Source: an optimization exercise on an open RTL-to-GDS flow (aim: small area). Production flows keep margins and buffers that such runs may drop.
Where RTL was checked, it was by simulation tests only, not by an equivalence proof against the original.

==> flow/design.v (excerpt) <==
module mips_cpu (
    input  logic        clk,
    input  logic        arst_n_i,
    input  logic [31:0] rom_data_i,
    output logic [31:0] rom_addr_o,
    output logic        rom_en_o,
    input  logic [31:0] ram_data_i,
    output logic        ram_en_o,
    output logic        ram_wr_en_o,
    output logic [31:0] ram_addr_o,
    output logic [31:0] ram_data_o
);
Size: ~0.049 sq mm of cells after synthesis.
clock: 6.0 ns
lec_check: 0
cap_margin: 10
core_margin: 2
core_utilization: 50
cts_buf_list: sky130_fd_sc_hd__clkbuf_16
cts_cluster_diameter: 100
cts_cluster_size: 25
gpl_timing_driven: 0
place_density: 0.6
setup_slack_margin: 0.2
slew_margin: 10
synth_hierarchical: 1
standard.sh (not shown) runs the stock make flow with config.mk's settings and CLKGATE_MAP_FILE= SYNTH_SCRIPT=/design/flow/synth_recipe.tcl, a recipe that flattens the netlist after the stock synthesis.
==> flow/flow/run.sh <==
#!/bin/bash
# The standard layout (standard.sh) with three changes:
# - synthesis is the standard flow's own script (synth_recipe.tcl, unchanged) except that
#   its abc calls use flow/abc_map.script: ORFS's speed script without the
#   final buffering and up/down-sizing, which placement repairs anyway;
#   registers, their names and cells are untouched by abc
# - the input and output port buffers use the smallest buffer cell
# - an area-recovery pass after global routing (flow/grt_post.tcl)
set -o pipefail
here=$(pwd)
{
  echo 'proc abc {args} {'
  echo '  set i [lsearch -exact $args -script]'
  echo "  if {\$i >= 0} { lset args [expr {\$i + 1}] $here/flow/abc_map.script }"
  echo '  yosys abc {*}$args'
  echo '}'
  cat synth_recipe.tcl
} > flow_synth.tcl
bash standard.sh SYNTH_SCRIPT="$here/flow_synth.tcl" \
    BUFFER_PORTS_ARGS="-buffer_cell sky130_fd_sc_hd__buf_1" \
    POST_GLOBAL_ROUTE_TCL="$here/flow/grt_post.tcl" finish 2>&1 | tee standard_make.log
==> flow/flow/abc_map.script <==
&get -n
&st
&dch
&nf
&st
&syn2
&if -g -K 6
&synch2
&nf
&st
&syn2
&if -g -K 6
&synch2
&nf
&st
&syn2
&if -g -K 6
&synch2
&nf
&st
&syn2
&if -g -K 6
&synch2
&nf
&st
&syn2
&if -g -K 6
&synch2
&nf
&put
topo
stime -c
==> flow/flow/grt_post.tcl <==
# Sourced by ORFS's global_route.tcl as POST_GLOBAL_ROUTE_TCL, before it
# writes 5_1_grt.odb.  Area recovery: gates with slack to spare are
# downsized, then slew and capacitance are repaired again and the timing
# re-checked, each time re-legalising and re-routing the changed nets.  The
# route guides are written again for detailed routing.
log_cmd global_route -start_incremental
log_cmd repair_timing -recover_power 100 -setup_margin $::env(SETUP_SLACK_MARGIN) -verbose
repair_design_helper
log_cmd detailed_placement
log_cmd global_route -end_incremental

log_cmd estimate_parasitics -global_routing
log_cmd global_route -start_incremental
repair_timing_helper -setup
log_cmd detailed_placement
log_cmd global_route -end_incremental

log_cmd estimate_parasitics -global_routing
write_guides $::env(RESULTS_DIR)/route.guide
Next try:
--- a/flow/design.v
+++ b/flow/design.v
@@ -13,53 +13,55 @@
     input  logic        byp_rs_i,
     input  logic        byp_rt_i,
     input  logic [31:0] byp_data_i,
     output logic [31:0] rs_data_o,
     output logic [31:0] rt_data_o
 );
     logic [31:0] regs [1:31];
     logic [31:1] we_qtr [4];
     logic [3:0]  wr_hi_n;
     logic [7:0]  wr_lo_n;
-    logic [31:1] sel_rs [4];
-    logic [31:1] sel_rt [4];
+    logic [31:1] sel_rs [2];
+    logic [31:1] sel_rt [2];
     assign wr_hi_n = ~({4{clear_i}} | ({4{wr_en_i}} & (4'b0001 << wr_addr_i[4:3])));
     assign wr_lo_n = ~({8{clear_i}} | (8'b0000_0001 << wr_addr_i[2:0]));
     for (genvar q = 0; q < 4; q++) begin : g_qtr
-        rf_dec u_we     (.hi_n_i (wr_hi_n),   .lo_n_i (wr_lo_n),   .sel_o (we_qtr[q]));
-        rf_dec u_sel_rs (.hi_n_i (rs_hi_n_i), .lo_n_i (rs_lo_n_i), .sel_o (sel_rs[q]));
-        rf_dec u_sel_rt (.hi_n_i (rt_hi_n_i), .lo_n_i (rt_lo_n_i), .sel_o (sel_rt[q]));
+        rf_dec u_we (.hi_n_i (wr_hi_n), .lo_n_i (wr_lo_n), .sel_o (we_qtr[q]));
+    end
+    for (genvar h = 0; h < 2; h++) begin : g_half
+        rf_dec u_sel_rs (.hi_n_i (rs_hi_n_i), .lo_n_i (rs_lo_n_i), .sel_o (sel_rs[h]));
+        rf_dec u_sel_rt (.hi_n_i (rt_hi_n_i), .lo_n_i (rt_lo_n_i), .sel_o (sel_rt[h]));
     end
     for (genvar b = 0; b < 32; b++) begin : g_bit
         logic [10:0] grp_rs;
         logic [10:0] grp_rt;
         for (genvar k = 0; k < 10; k++) begin : g_grp
             rf_aoi3 u_rs (
-                .s0_i (sel_rs[b/8][3*k+1]), .d0_i (regs[3*k+1][b]),
-                .s1_i (sel_rs[b/8][3*k+2]), .d1_i (regs[3*k+2][b]),
-                .s2_i (sel_rs[b/8][3*k+3]), .d2_i (regs[3*k+3][b]),
+                .s0_i (sel_rs[b/16][3*k+1]), .d0_i (regs[3*k+1][b]),
+                .s1_i (sel_rs[b/16][3*k+2]), .d1_i (regs[3*k+2][b]),
+                .s2_i (sel_rs[b/16][3*k+3]), .d2_i (regs[3*k+3][b]),
                 .y_o  (grp_rs[k])
             );
             rf_aoi3 u_rt (
-                .s0_i (sel_rt[b/8][3*k+1]), .d0_i (regs[3*k+1][b]),
-                .s1_i (sel_rt[b/8][3*k+2]), .d1_i (regs[3*k+2][b]),
-                .s2_i (sel_rt[b/8][3*k+3]), .d2_i (regs[3*k+3][b]),
+                .s0_i (sel_rt[b/16][3*k+1]), .d0_i (regs[3*k+1][b]),
+                .s1_i (sel_rt[b/16][3*k+2]), .d1_i (regs[3*k+2][b]),
+                .s2_i (sel_rt[b/16][3*k+3]), .d2_i (regs[3*k+3][b]),
                 .y_o  (grp_rt[k])
             );
         end
         rf_aoi2 u_rs_byp (
-            .s0_i (sel_rs[b/8][31]), .d0_i (regs[31][b]),
+            .s0_i (sel_rs[b/16][31]), .d0_i (regs[31][b]),
             .s1_i (byp_rs_i),         .d1_i (byp_data_i[b]),
             .y_o  (grp_rs[10])
         );
         rf_aoi2 u_rt_byp (
-            .s0_i (sel_rt[b/8][31]), .d0_i (regs[31][b]),
+            .s0_i (sel_rt[b/16][31]), .d0_i (regs[31][b]),
             .s1_i (byp_rt_i),         .d1_i (byp_data_i[b]),
             .y_o  (grp_rt[10])
         );
         rf_nand11 u_rs_or (.g_i (grp_rs), .y_o (rs_data_o[b]));
         rf_nand11 u_rt_or (.g_i (grp_rt), .y_o (rt_data_o[b]));
     end
     always_ff @(posedge clk) begin
         for (int i = 1; i < 32; i++) begin
             for (int b = 0; b < 32; b++) begin
                 if (we_qtr[b / 8][i]) regs[i][b] <= wr_data_i[b];
@@ -344,29 +346,29 @@
             default: is_rtype = 1'b0;
         endcase
     end
     assign ex_wr_addr = is_rtype ? ex_imm[15:11] : ex_rt;
     assign ex_wr_en   = !(ex_cls == C_NOP || ex_cls == C_SW) && ex_wr_addr != 5'd0;
     always_ff @(posedge clk or negedge arst_n_i) begin
         if (!arst_n_i) begin
             mem_wr_en    <= 1'b0;
             mem_is_load  <= 1'b0;
             mem_is_store <= 1'b0;
-            mem_result   <= '0;
         end else begin
-            mem_result   <= result;
             mem_wr_en    <= ex_wr_en;
             mem_is_load  <= ex_cls == C_LW;
             mem_is_store <= ex_cls == C_SW;
         end
     end
     always_ff @(posedge clk) begin
         mem_wr_addr <= ex_wr_addr;
+        mem_result  <= result;
         mem_st_data <= rt_val;
     end
-    assign wb_data = mem_is_load ? ram_data_i : mem_result;
+    assign wb_data = ({32{mem_is_load}} & ram_data_i) |
+                     ({32{mem_wr_en && !mem_is_load}} & mem_result);
     assign ram_en_o    = mem_is_load || mem_is_store;
     assign ram_wr_en_o = mem_is_store;
     assign ram_addr_o  = mem_result;
     assign ram_data_o  = mem_st_data;
 endmodule
 `default_nettype wire
The new run produced a clean layout.
Maximum frequency barely changes.
Sequential share of layout area climbs by 0.57 points.
Worst setup slack gets better by 0.011 ns.
Wire length shrinks by 1.7%.
Final cell count shrinks by 3.2%.
Only the layout flow was run in the first run of this note; the RTL was not checked for function there.

separate check: timing with driven ports:
How much do the figures lean on ideal ports? The routed layouts below were timed once more, with nothing changed but the port constraints.
Step 1 (the two cells are an assumption about what drives the block):
set clk [get_ports {clk}]
set_driving_cell -lib_cell sky130_fd_sc_hd__clkbuf_16 $clk
set_driving_cell -lib_cell sky130_fd_sc_hd__buf_2 [delete_from_list [all_inputs] $clk]
Step 2, shift: input delay + t, output delay - t, t = (earliest + latest rising clock arrival at the registers) / 2. This alone moves slack from input paths to output paths.
a / b / c = ideal / step 1 / step 2; a / b = the first two.
run	shift t [ns]	setup WS [ns]	hold slack, ns	worst setup path after step 2
the first run	0.762	0.247 / 0.247 / -0.273	0.330 / 0.330 / 0.330	input to register
the second run	0.778	0.258 / 0.258 / -0.079	0.352 / 0.352 / 0.352	input to register
With both steps, setup timing fails in the first run and the second run, where it was met with ideal ports. The setup slack of the first run, which loses most, moves by 0.000 ns with the drivers and by -0.520 ns with both steps.
